This is an optimization exercise on Yosys and OpenROAD, whose aim is small area, a short achievable clock period and few clock cycles, not a production implementation.
The RTL was checked by simulation tests, not by an equivalence proof against the original design.
No activity file was given, so power comes from the tool's default toggle rates.

Setup of the reference run:
Design dirty_page_display_refresh_core, start of the top module:
module dirty_page_display_refresh_core
(
   input  logic                                clock,
   input  logic                                reset,
   input  logic                                req_valid,
   output logic                                req_stall,
   input  logic [7:0]                          req_byte,
   input  logic                                req_frame_start,
   output logic                                rsp_valid,
   input  logic                                rsp_stall,
   output logic                                rsp_is_data,
   output logic [63:0]                         rsp_payload,
   output logic [3:0]                          rsp_byte_count,
   output logic                                rsp_write_end,
   output logic                                rsp_last,
   input  logic                                csr_valid,
   output logic                                csr_ready,
   input  logic [1:0]                          csr_index,
   input  logic [7:0]                          csr_wdata
);
make LEC_CHECK=0 ABC_CLOCK_PERIOD_IN_PS=3000 CAP_MARGIN=20 CORE_ASPECT_RATIO=2 CORE_MARGIN=2 CORE_UTILIZATION=60 CTS_BUF_LIST=sky130_fd_sc_hd__clkbuf_16 CTS_CLUSTER_DIAMETER=70 CTS_CLUSTER_SIZE=26 PLACE_DENSITY=0.7 SETUP_SLACK_MARGIN=5 SLEW_MARGIN=20 SYNTH_MEMORY_MAX_BITS=16384 finish   # period 8.0 ns
run.sh (not shown) runs the stock make flow with config.mk's settings and CLKGATE_MAP_FILE= SYNTH_SCRIPT=/design/flow/synth_recipe.tcl, a recipe that flattens the netlist after the stock synthesis.
Testbench counts of the reference run, summed over its fixed seeds: cycles 50,049.
The following lists how the trial run was set up differently from the reference run:
--- a/flow/design.v
+++ b/flow/design.v
@@ -2,25 +2,25 @@
    parameter int N    = 1024,
    parameter int K    = 16,
    parameter int NWIN = 64,
    parameter int WOFF = 5
 ) (
    input  logic                 clock,
    input  logic [N/K/8-1:0]     wr_hi,      
    input  logic [7:0]           wr_lo,      
    input  logic [7:0]           wr_data,
    input  logic [N/K/16-1:0]    cmp_hi,     
    input  logic [15:0]          cmp_lo,     
    input  logic [7:0]           cmp_byte,
-   output logic                 cmp_diff,
+   output logic [N/K/16-1:0]    cmp_diff,
    input  logic [NWIN/16-1:0]   rd_hi,      
    input  logic [15:0]          rd_lo,      
    input  logic                 rd_inv,
    output logic [63:0]          rd_data
 );
    localparam int NT = N / K;
    localparam int WS = N / NWIN;
    logic [8*N-1:0] ring;
    logic [8*N-1:0] ring_in;
    logic [7:0]     tap_q [NT];
    logic [7:0]     win_q [NWIN];
    logic [7:0]     rd_byte;
@@ -33,42 +33,31 @@
          end else begin
             ring_in[8*((j*K+N-1)%N) +: 8] = ~ring[8*(j*K) +: 8];
          end
       end
    end
    always_ff @(posedge clock) begin
       ring <= ring_in;
    end
    always_comb begin
       for (int j = 0; j < NT; j++) tap_q[j] = ring[8*(j*K) +: 8];
       for (int i = 0; i < NWIN; i++) win_q[i] = ring[8*((WOFF+9+i*WS)%N) +: 8];
    end
-   logic [7:0]         tap_grp [NT/16];
-   logic [7:0]         tap_grp_ff [NT/16];
-   logic [NT/16-1:0]   cmp_hi_ff;
-   logic [7:0]         cmp_byte_ff;
-   logic [7:0]         tap_sel;
+   logic [7:0] tap_grp [NT/16];
    always_comb begin
       for (int h = 0; h < NT/16; h++) begin
          tap_grp[h] = '0;
          for (int l = 0; l < 16; l++) tap_grp[h] |= tap_q[16*h+l] & {8{cmp_lo[l]}};
+         cmp_diff[h] = cmp_hi[h] && ((tap_grp[h] ^ cmp_byte) != 8'd0);
       end
-      tap_sel = '0;
-      for (int h = 0; h < NT/16; h++) tap_sel |= tap_grp_ff[h] & {8{cmp_hi_ff[h]}};
-      cmp_diff = (tap_sel != cmp_byte_ff);
-   end
-   always_ff @(posedge clock) begin
-      for (int h = 0; h < NT/16; h++) tap_grp_ff[h] <= tap_grp[h];
-      cmp_hi_ff <= cmp_hi;
-      cmp_byte_ff <= cmp_byte;
    end
    logic [7:0] win_grp [NWIN/16];
    logic [7:0] win_grp_ff [NWIN/16];
    logic [NWIN/16-1:0] rd_hi_ff;
    always_comb begin
       for (int h = 0; h < NWIN/16; h++) begin
          win_grp[h] = '0;
          for (int l = 0; l < 16; l++) win_grp[h] |= win_q[16*h+l] & {8{rd_lo[l]}};
       end
       rd_byte = '0;
       for (int h = 0; h < NWIN/16; h++) rd_byte |= win_grp_ff[h] & {8{rd_hi_ff[h]}};
    end
@@ -130,25 +119,25 @@
       end
    end
    logic [9:0] t_ff;
    always_ff @(posedge clock) begin
       if (reset) t_ff <= '0;
       else t_ff <= t_ff + 10'd1;
    end
    logic [NT/8-1:0] ram_wr_hi;
    logic [7:0]     ram_wr_lo;
    logic [NT/16-1:0] ram_rd_hi;
    logic [15:0]    ram_rd_lo;
    logic [7:0]     ram_wr_data;
-   logic           ram_cmp_diff;
+   logic [3:0]     ram_cmp_diff;
    logic [7:0]     ram_cmp_byte;
    logic [NWIN/16-1:0] r_rd_hi;    
    logic [15:0]    r_rd_lo;
    logic           r_rd_inv_e;  
    logic           r_rd_inv;    
    logic [63:0]    ram_rd_data;
    dpdr_ram #(.N(N), .K(K), .NWIN(NWIN), .WOFF(WOFF)) u_ring (
       .clock   (clock),
       .wr_hi   (ram_wr_hi),
       .wr_lo   (ram_wr_lo),
       .wr_data (ram_wr_data),
       .cmp_hi  (ram_rd_hi),
@@ -304,61 +293,50 @@
          q_page[1] <= p_page;
          q_end[1] <= p_end;
          q_fs[1] <= req_frame_start;
          q_first[1] <= first_ff;
       end
    end
    assign ram_wr_hi = q_wr_hi;
    assign ram_wr_lo = q_wr_lo;
    assign ram_rd_hi = q_tap_hi;
    assign ram_rd_lo = q_tap_lo;
    assign ram_wr_data = q_byte[0];
    assign ram_cmp_byte = q_byte[0] ^ {8{q_slot[0][LK]}};
-   logic       x_valid;     
-   logic [2:0] x_page;
-   logic       x_end;
-   logic       x_fs;
-   logic       x_first;
    logic       d_valid;
-   logic       d_diff;      
+   logic [3:0] d_diff;      
    logic [2:0] d_page;
    logic       d_end;
    logic       d_fs;
    logic       d_first;
    logic       changed_ff;
    logic       d_ch;
    logic       d_send;
-   assign d_ch = (!d_fs && changed_ff) || d_diff;
+   assign d_ch = (!d_fs && changed_ff) || (d_diff != 4'd0);
    assign d_send = d_valid && d_end && (d_ch || d_first);
    always_ff @(posedge clock) begin
       if (reset) begin
-         x_valid <= 1'b0;
          d_valid <= 1'b0;
          changed_ff <= 1'b0;
       end else begin
-         x_valid <= w_go;
-         d_valid <= x_valid;
+         d_valid <= w_go;
          if (d_valid) changed_ff <= d_end ? 1'b0 : d_ch;
       end
    end
    always_ff @(posedge clock) begin
-      x_page <= q_page[0];
-      x_end <= q_end[0];
-      x_fs <= q_fs[0];
-      x_first <= q_first[0];
       d_diff <= ram_cmp_diff;
-      d_page <= x_page;
-      d_end <= x_end;
-      d_fs <= x_fs;
-      d_first <= x_first;
+      d_page <= q_page[0];
+      d_end <= q_end[0];
+      d_fs <= q_fs[0];
+      d_first <= q_first[0];
    end
    logic [2:0] sq [8];
    logic [2:0] sq_rd;
    logic [2:0] sq_wr;
    logic [3:0] sq_count;
    logic       sq_pop;
    always_ff @(posedge clock) begin
       if (reset) begin
          sq_rd <= '0;
          sq_wr <= '0;
          sq_count <= '0;
       end else begin
### Flow results
Compared with the reference run, the trial run shows a higher global-route met2 utilization.
The trial run -> the reference run: critical path depth delta 0, exact match
Going from the reference run to the trial run, the non-clock buffering overhead in the final layout was found to have gone up by 0.28 points.
Utilization the reference run -> the trial run: up
Max clock network fraction of total power across the reference run and the trial run: the reference run
Max sequential cell fraction of total power across the reference run and the trial run: the reference run
Testbench counts of the trial run, summed over its fixed seeds: cycles 50,049.


dirty_page_display_refresh_core, a different RTL version from the one above (not shown whole).
Size: ~11000 cells after synthesis, roughly 8500 flip-flops, roughly 98 I/O pins.
Settings: LEC_CHECK=0, ABC_CLOCK_PERIOD_IN_PS=3000, CAP_MARGIN=20, CORE_MARGIN=2, CORE_UTILIZATION=60, CTS_BUF_LIST=sky130_fd_sc_hd__clkbuf_16, CTS_CLUSTER_DIAMETER=80, CTS_CLUSTER_SIZE=30, PLACE_DENSITY=0.7, SETUP_SLACK_MARGIN=5, SLEW_MARGIN=20, SYNTH_MEMORY_MAX_BITS=16384; clock period 8.0 ns.
Testbench counts at the start, summed over its fixed seeds: cycles 50,801.
Change:
--- a/flow/design.v
+++ b/flow/design.v
@@ -6,59 +6,53 @@
 ) (
    input  logic                    clock,
    input  logic [N/K/8-1:0]        wr_hi,        
    input  logic [7:0]              wr_lo,        
    input  logic [N/K/8-1:0]        rd_hi,        
    input  logic [7:0]              rd_lo,        
    input  logic [7:0]              wr_data,
    output logic [7:0]              tap_old,
    input  logic [$clog2(NWIN)-1:0] rd_win,
-   output logic [63:0]             rd_data       
+   output logic [63:0]             rd_data
 );
    localparam int NT = N / K;
    localparam int WS = N / NWIN;
    logic [8*N-1:0] ring;
    logic [8*N-1:0] ring_in;
    logic [7:0]     tap_q [NT];
-   logic [7:0]     win_q [NWIN];
-   logic [7:0]     rd_byte;
-   logic [55:0]    rd_hist;
+   logic [63:0]    win_q [NWIN];
    always_comb begin
       ring_in = {ring[7:0], ring[8*N-1:8]};
       for (int j = 0; j < NT; j++) begin
          if (wr_hi[j/8] && wr_lo[j%8]) begin
             ring_in[8*((j*K+N-1)%N) +: 8] = ~(wr_data ^ {8{j[0]}});
          end else begin
             ring_in[8*((j*K+N-1)%N) +: 8] = ~ring[8*(j*K) +: 8];
          end
       end
    end
    always_ff @(posedge clock) begin
       ring <= ring_in;
    end
    always_comb begin
       for (int j = 0; j < NT; j++) tap_q[j] = ring[8*(j*K) +: 8];
-      for (int i = 0; i < NWIN; i++) win_q[i] = ring[8*((WOFF+7+i*WS)%N) +: 8];
+      for (int i = 0; i < NWIN; i++) win_q[i] = ring[8*((WOFF+i*WS)%N) +: 64];
    end
    logic [7:0] tap_grp [NT/8];
    always_comb begin
       for (int h = 0; h < NT/8; h++) begin
          tap_grp[h] = '0;
          for (int l = 0; l < 8; l++) tap_grp[h] |= tap_q[8*h+l] & {8{rd_lo[l]}};
       end
       tap_old = '0;
       for (int h = 0; h < NT/8; h++) tap_old |= tap_grp[h] & {8{rd_hi[h]}};
    end
-   assign rd_byte = win_q[rd_win];
-   always_ff @(posedge clock) begin
-      rd_hist <= {rd_byte, rd_hist[55:8]};
-   end
-   assign rd_data = {rd_byte, rd_hist};
+   assign rd_data = win_q[rd_win];
 endmodule
 module dirty_page_display_refresh_core
 (
    input  logic                                clock,
    input  logic                                reset,
    input  logic                                req_valid,
    output logic                                req_stall,
    input  logic [7:0]                          req_byte,
    input  logic                                req_frame_start,
@@ -329,21 +323,18 @@
       if (d_send) sq[sq_wr] <= d_page;
    end
    logic          r_act;
    logic [2:0]    r_page;
    logic [1:0]    r_step;     
    logic [3:0]    r_word;
    logic [9:0]    r_slot;
    logic          r_match;
    logic [LW-1:0] r_win;
-   logic [LW-1:0] r_win_next;
-   logic [2:0]    r_age;      
-   logic [2:0]    r_age_next;
    logic [3:0]    r_count;
    logic          r_final;
    logic          r_done;
    logic        out_free;
    logic        load;
    logic        adv;
    logic [9:0]  r_slot_next;
    logic [3:0]  r_word_next;
    logic [7:0]  r_rem_next;
@@ -372,43 +363,39 @@
       end else if (adv) begin
          r_slot_next = r_slot_adv;
          r_word_next = r_word + 4'd1;
       end else begin
          r_slot_next = r_slot_dec;
          r_word_next = r_word;
       end
    end
    assign r_rem_next = cols_ff - {1'b0, r_word_next, 3'd0};
-   assign r_win_next = LW'((r_slot_next - 10'(WOFF)) >> LS);
-   assign r_age_next = (r_win_next != r_win) ? 3'd0 : ((r_age == 3'd7) ? 3'd7 : r_age + 3'd1);
    always_ff @(posedge clock) begin
       if (reset) begin
          r_act <= 1'b0;
          r_step <= '0;
-         r_age <= '0;
       end else begin
-         r_age <= r_age_next;
          if (sq_pop) begin
             r_act <= 1'b1;
             r_step <= 2'd0;
          end else if (r_done) begin
             r_act <= 1'b0;
          end else if (load && (r_step != 2'd3)) begin
             r_step <= r_step + 2'd1;
          end
       end
    end
    always_ff @(posedge clock) begin
       if (sq_pop) r_page <= sq[sq_rd];
       r_word <= r_word_next;
       r_slot <= r_slot_next;
-      r_match <= (r_slot_next[LS-1:0] == LS'(WOFF)) && (r_age_next == 3'd7);
-      r_win <= r_win_next;
+      r_match <= (r_slot_next[LS-1:0] == LS'(WOFF));
+      r_win <= LW'(r_slot_next[9:LS] - 10'(WOFF >> LS));
       r_final <= r_rem_next <= 8'd8;
       r_count <= (r_rem_next <= 8'd8) ? r_rem_next[3:0] : 4'd8;
    end
    always_comb begin
       r_data = '0;
       for (int i = 0; i < 8; i++) begin
          if (4'(i) < r_count) r_data[8*i +: 8] = ram_rd_data[8*i +: 8];
       end
    end
Effect:
- global-route usage came out higher by 5.7 points
- setup slack gets better by 390 ps
- power came out higher by 2.6%
- wire length came out higher by 29%
- hold slack gets better by 3.0 ps
- count of clock-buffer cells in the layout came out lower by 1
- sequential cell count came out lower by 63
- register-to-register slack gets better by 410 ps
- sequential share of layout area came out lower by 1.8 points
- sequential power stays flat
- final cell count came out higher by 3.6%
- via count came out higher by 12%
- maximum frequency came out higher by 12%
- non-clock buffer count came out higher by 25
Testbench counts after the change, summed over its fixed seeds: cycles 50,737.

## separate check: timing with driven ports
In the flow no input, the clock included, has a driving cell. The finished layouts below were timed again as built, in two steps.
Step 1, drivers: a clkbuf_16 drives clock and a buf_2 each remaining input, both assumed.
Step 2 also shifts input and output timing later by t, the mid clock arrival at the registers, as if the neighbouring blocks saw the same clock.
Slacks: ideal ports / drivers / drivers and shift; pairs: ideal ports / drivers.
run | t (ns) | setup WS [ns] | worst setup path at the end | pins driven straight from the clock port
the reference run | 1.026 | 4.912 / 4.817 / 4.089 | input to register | 1
the trial run | 1.052 | 4.914 / 4.795 / 4.122 | input to register | 1
the first run of note 2 | 1.032 | 4.416 / 4.454 / 3.422 | input to register | 1
the second run of note 2 | 1.056 | 4.808 / 4.696 / 4.028 | input to register | 1
After both steps setup and hold are still met in every run listed. For the first run of note 2, which loses most, drivers alone change the setup slack by +0.038 ns; drivers and shift together by -0.994 ns.
